Source: an optimization exercise on an open RTL-to-GDS flow (aim: small area, a short achievable clock period and few clock cycles). Production flows keep margins and buffers that such runs may drop. At most, simulation tests tie the RTL to the original design; equivalence was not proved.

==> inputs of job 4176 <==
==> flow/design.v (excerpt) <==
module julia_escape_time_iterator_top (
  input  wire logic        clk,
  input  wire logic        rst,
  input  wire logic        start,
  output      logic        busy,
  input  wire logic [9:0]  pixel_col,
  input  wire logic [9:0]  pixel_row,
  output      logic        done,
  output      logic [15:0] iteration_count,
  input  wire logic        cfg_write,
  input  wire logic [2:0]  cfg_index,
  input  wire logic [31:0] cfg_data
);
==> flow/config.mk <==
export PLATFORM = sky130hd
export DESIGN_NAME = julia_escape_time_iterator_top
export DESIGN_NICKNAME = julia_escape_time_iterator_top
export VERILOG_FILES = /design/flow/design.v
export SDC_FILE = /design/flow/constraint.sdc
export NUM_CORES = 4
export LEC_CHECK = 0
export ABC_AREA = 1
export CAP_MARGIN = 20
export CORE_MARGIN = 2
export CORE_UTILIZATION = 40
export SLEW_MARGIN = 20
export TNS_END_PERCENT = 20
==> flow/constraint.sdc <==
create_clock -name core_clock -period 13.0 [get_ports {clk}]
set_input_delay 2.6000 -clock core_clock [delete_from_list [all_inputs] [get_ports {clk}]]
set_output_delay 2.6000 -clock core_clock [all_outputs]
set_load 0.01 [all_outputs]
standard.sh (not shown) runs the stock make flow with config.mk's settings and CLKGATE_MAP_FILE= SYNTH_SCRIPT=/design/flow/synth_recipe.tcl, a recipe that flattens the netlist after the stock synthesis.
==> flow/flow/run.sh <==
#!/bin/bash
set -o pipefail
MARGIN=$(cat flow/margin.txt)
bash standard.sh SETUP_SLACK_MARGIN="$MARGIN" finish > standard_finish.log 2>&1
==> flow/flow/margin.txt <==
8
==> job 4789: changes against job 4176 <==
--- a/flow/design.v
+++ b/flow/design.v
@@ -3634,12 +3634,10 @@
   logic [6:0]  a_st;
   logic [25:0] a_x, a_y;
   logic [10:0] a_xu, a_yu;
   logic        a_xb, a_yb;
   logic [28:0] a_r1, a_r2;
-  logic [26:0] a_s1, a_s2;
-  logic [28:0] a_gm;
   logic [15:0] a_cnt;
   logic [3:0]  a_tag;
   logic a_k3p2, a_k3p3, a_k4p2;
   assign a_k3p2 = a_st[3];
   assign a_k3p3 = a_st[4];
@@ -3649,14 +3647,14 @@
   logic [26:0] sq1_a, sq2_a;
   logic [57:0] sq1_s, sq1_c, sq2_s, sq2_c;
   logic [25:0] gm_r;
   logic [28:0] gm_m;
   logic [57:0] gm_s, gm_c;
-  assign sq1_a = a_s1;
-  assign sq2_a = a_s2;
+  assign sq1_a = a_k4p2 ? a_r1[26:0] : {a_x[25], a_x};
+  assign sq2_a = a_k4p2 ? a_r2[26:0] : {a_y[25], a_y};
   assign gm_r  = a_x;
-  assign gm_m  = a_gm;
+  assign gm_m  = (a_k3p2 || a_k3p3 || a_k4p2) ? a_r1 : {{3{a_y[25]}}, a_y};
   jeti_sq u_sq1 (.a(sq1_a), .s(sq1_s), .c(sq1_c));
   jeti_sq u_sq2 (.a(sq2_a), .s(sq2_s), .c(sq2_c));
   jeti_gm u_gm  (.r(gm_r), .m(gm_m), .s(gm_s), .c(gm_c));
   logic        b_v, b_first;
   logic [6:0]  b_st;
@@ -3790,78 +3788,61 @@
   end
   logic ld, accept, free_b;
   assign free_b = !b_v || fin;
   assign ld     = r_v && free_b;
   assign accept = start && !busy_r;
-  logic [25:0] n_x, n_y;
-  logic [10:0] n_xu, n_yu;
-  logic [28:0] n_r1, n_r2;
-  logic        n_k4p2, n_r1op;
-  always_comb begin
+  always_ff @(posedge clk) begin
     if (ld) begin
-      n_x  = r_x[25:0];
-      n_xu = r_x[35:25];
-      n_y  = r_y[25:0];
-      n_yu = r_y[35:25];
+      a_x     <= r_x[25:0];
+      a_xu    <= r_x[35:25];
+      a_y     <= r_y[25:0];
+      a_yu    <= r_y[35:25];
+      a_first <= 1'b1;
+      a_st    <= {5'b0, !k2, k2};
+      a_tag   <= r_tag;
     end else begin
       if (wx) begin
-        n_x  = cx_v[25:0];
-        n_xu = {{2{cx_v[33]}}, cx_v[33:25]};
+        a_x  <= cx_v[25:0];
+        a_xu <= {{2{cx_v[33]}}, cx_v[33:25]};
       end else if (b_k3p2 || b_k3p3) begin
-        n_x  = b_y;
-        n_xu = b_yu;
+        a_x  <= b_y;
+        a_xu <= b_yu;
       end else if (b_k4p1) begin
-        n_x  = cy_v[25:0];
-        n_xu = b_xu;
+        a_x  <= cy_v[25:0];
+        a_xu <= b_xu;
       end else begin
-        n_x  = b_x;
-        n_xu = b_xu;
+        a_x  <= b_x;
+        a_xu <= b_xu;
       end
-      if (wy || b_k3p2) begin
-        n_y  = cy_v[25:0];
-        n_yu = {{2{cy_v[33]}}, cy_v[33:25]};
+      if (wy) begin
+        a_y  <= cy_v[25:0];
+        a_yu <= {{2{cy_v[33]}}, cy_v[33:25]};
+      end else if (b_k3p2) begin
+        a_y  <= cy_v[25:0];
+        a_yu <= {{2{cy_v[33]}}, cy_v[33:25]};
       end else begin
-        n_y  = b_y;
-        n_yu = b_yu;
+        a_y  <= b_y;
+        a_yu <= b_yu;
       end
+      a_first <= 1'b0;
+      a_st    <= n_st;
+      a_tag   <= b_tag;
     end
     if (b_p0) begin
-      n_r1 = {3'b0, cx_v[25:0]};
-      n_r2 = {3'b0, cy_v[25:0]};
+      a_r1 <= {3'b0, cx_v[25:0]};
+      a_r2 <= {3'b0, cy_v[25:0]};
     end else if (b_k3p1 || b_k4p1) begin
-      n_r1 = p1;
-      n_r2 = p2;
+      a_r1 <= p1;
+      a_r2 <= p2;
     end else if (b_k3p2) begin
-      n_r1 = b_r2;
-      n_r2 = b_r1;
+      a_r1 <= b_r2;
+      a_r2 <= b_r1;
     end else begin
-      n_r1 = b_r1;
-      n_r2 = b_r2;
+      a_r1 <= b_r1;
+      a_r2 <= b_r2;
     end
-    n_k4p2 = !ld && b_k4p1;
-    n_r1op = !ld && (b_k3p1 || b_k3p2 || b_k4p1);
-  end
-  always_ff @(posedge clk) begin
-    a_x   <= n_x;
-    a_xu  <= n_xu;
-    a_y   <= n_y;
-    a_yu  <= n_yu;
-    a_r1  <= n_r1;
-    a_r2  <= n_r2;
-    a_s1  <= n_k4p2 ? n_r1[26:0] : {n_x[25], n_x};
-    a_s2  <= n_k4p2 ? n_r2[26:0] : {n_y[25], n_y};
-    a_gm  <= n_r1op ? n_r1 : {{3{n_y[25]}}, n_y};
     a_cnt <= n_cnt;
-    if (ld) begin
-      a_first <= 1'b1;
-      a_st    <= {5'b0, !k2, k2};
-      a_tag   <= r_tag;
-    end else begin
-      a_first <= 1'b0;
-      a_st    <= n_st;
-      a_tag   <= b_tag;
-    end
   end
   logic [15:0] rob [16];
   logic [15:0] rv;
   logic [3:0]  head, tail;
   logic [4:0]  nout;
==> flow/config.mk (replaced) <==
export PLATFORM = sky130hd
export DESIGN_NAME = julia_escape_time_iterator_top
export DESIGN_NICKNAME = julia_escape_time_iterator_top
export VERILOG_FILES = /design/flow/design.v
export SDC_FILE = /design/flow/constraint.sdc
export NUM_CORES = 4
export LEC_CHECK = 0
export CAP_MARGIN = 20
export CORE_MARGIN = 2
export CORE_UTILIZATION = 40
export SLEW_MARGIN = 20
export TNS_END_PERCENT = 20
==> comparison table <==
quantity	job 4176	job 4789
Run status	no timing/DRC/antenna violations	no timing/DRC/antenna violations
DPL Wire Length	303000 um	321000 um
Fraction of the mapped netlist area in simple logic gates	0.151	0.155
# Post-CTS Setup Buffers	23	79
Initial antenna violation count	18	45
Proportion of cell area occupied by registers	0.260	0.231
Adder and majority gate portion of the synthesized area	0.277	0.295
Multi-input logic portion of the cell area	0.550	0.597
Combined global-route utilization of all metal layers	0.286	0.303
Syn Std Cell Area	0.112 mm^2	0.117 mm^2
Depth of the critical timing path with buffers and inverters included	15	20
Routed length per placed instance	24.0 um	26.7 um
Buffers, non-clock	358	664
Number of core rows	194	198
Slowest cell on crit path	fa_1	fa_2
Clock buffer count from CTS	155	152
Area share of the leading cell type in the synthesized netlist	0.227	0.217
Die height	533 um	545 um
Testbench counts of job 4789, summed over its fixed seeds: cycles 33,176.
For job 4176, only the layout was checked, not whether the RTL still works.

==> static timing again, ports no longer ideal <==
In the flow no input, the clock included, has a driving cell. The finished layouts below were timed again as built, in two steps.
Step 1 assumes that a clkbuf_16 drives the clock port and a buf_2 every other input.
Step 2, shift: input delay + t, output delay - t, t = (earliest + latest rising clock arrival at the registers) / 2. This alone moves slack from input paths to output paths.
a / b / c = ideal / step 1 / step 2; a / b = the first two.
run	shift t [ns]	slack for setup (ns)	worst setup path at the end
job 4176	0.943	7.998 / 7.998 / 7.640	input to register
job 4789	0.921	7.766 / 7.766 / 7.600	input to register
After both steps every run listed still meets setup and hold. The setup slack of job 4176, which loses most, moves by 0.000 ns with the drivers and by -0.358 ns with both steps.
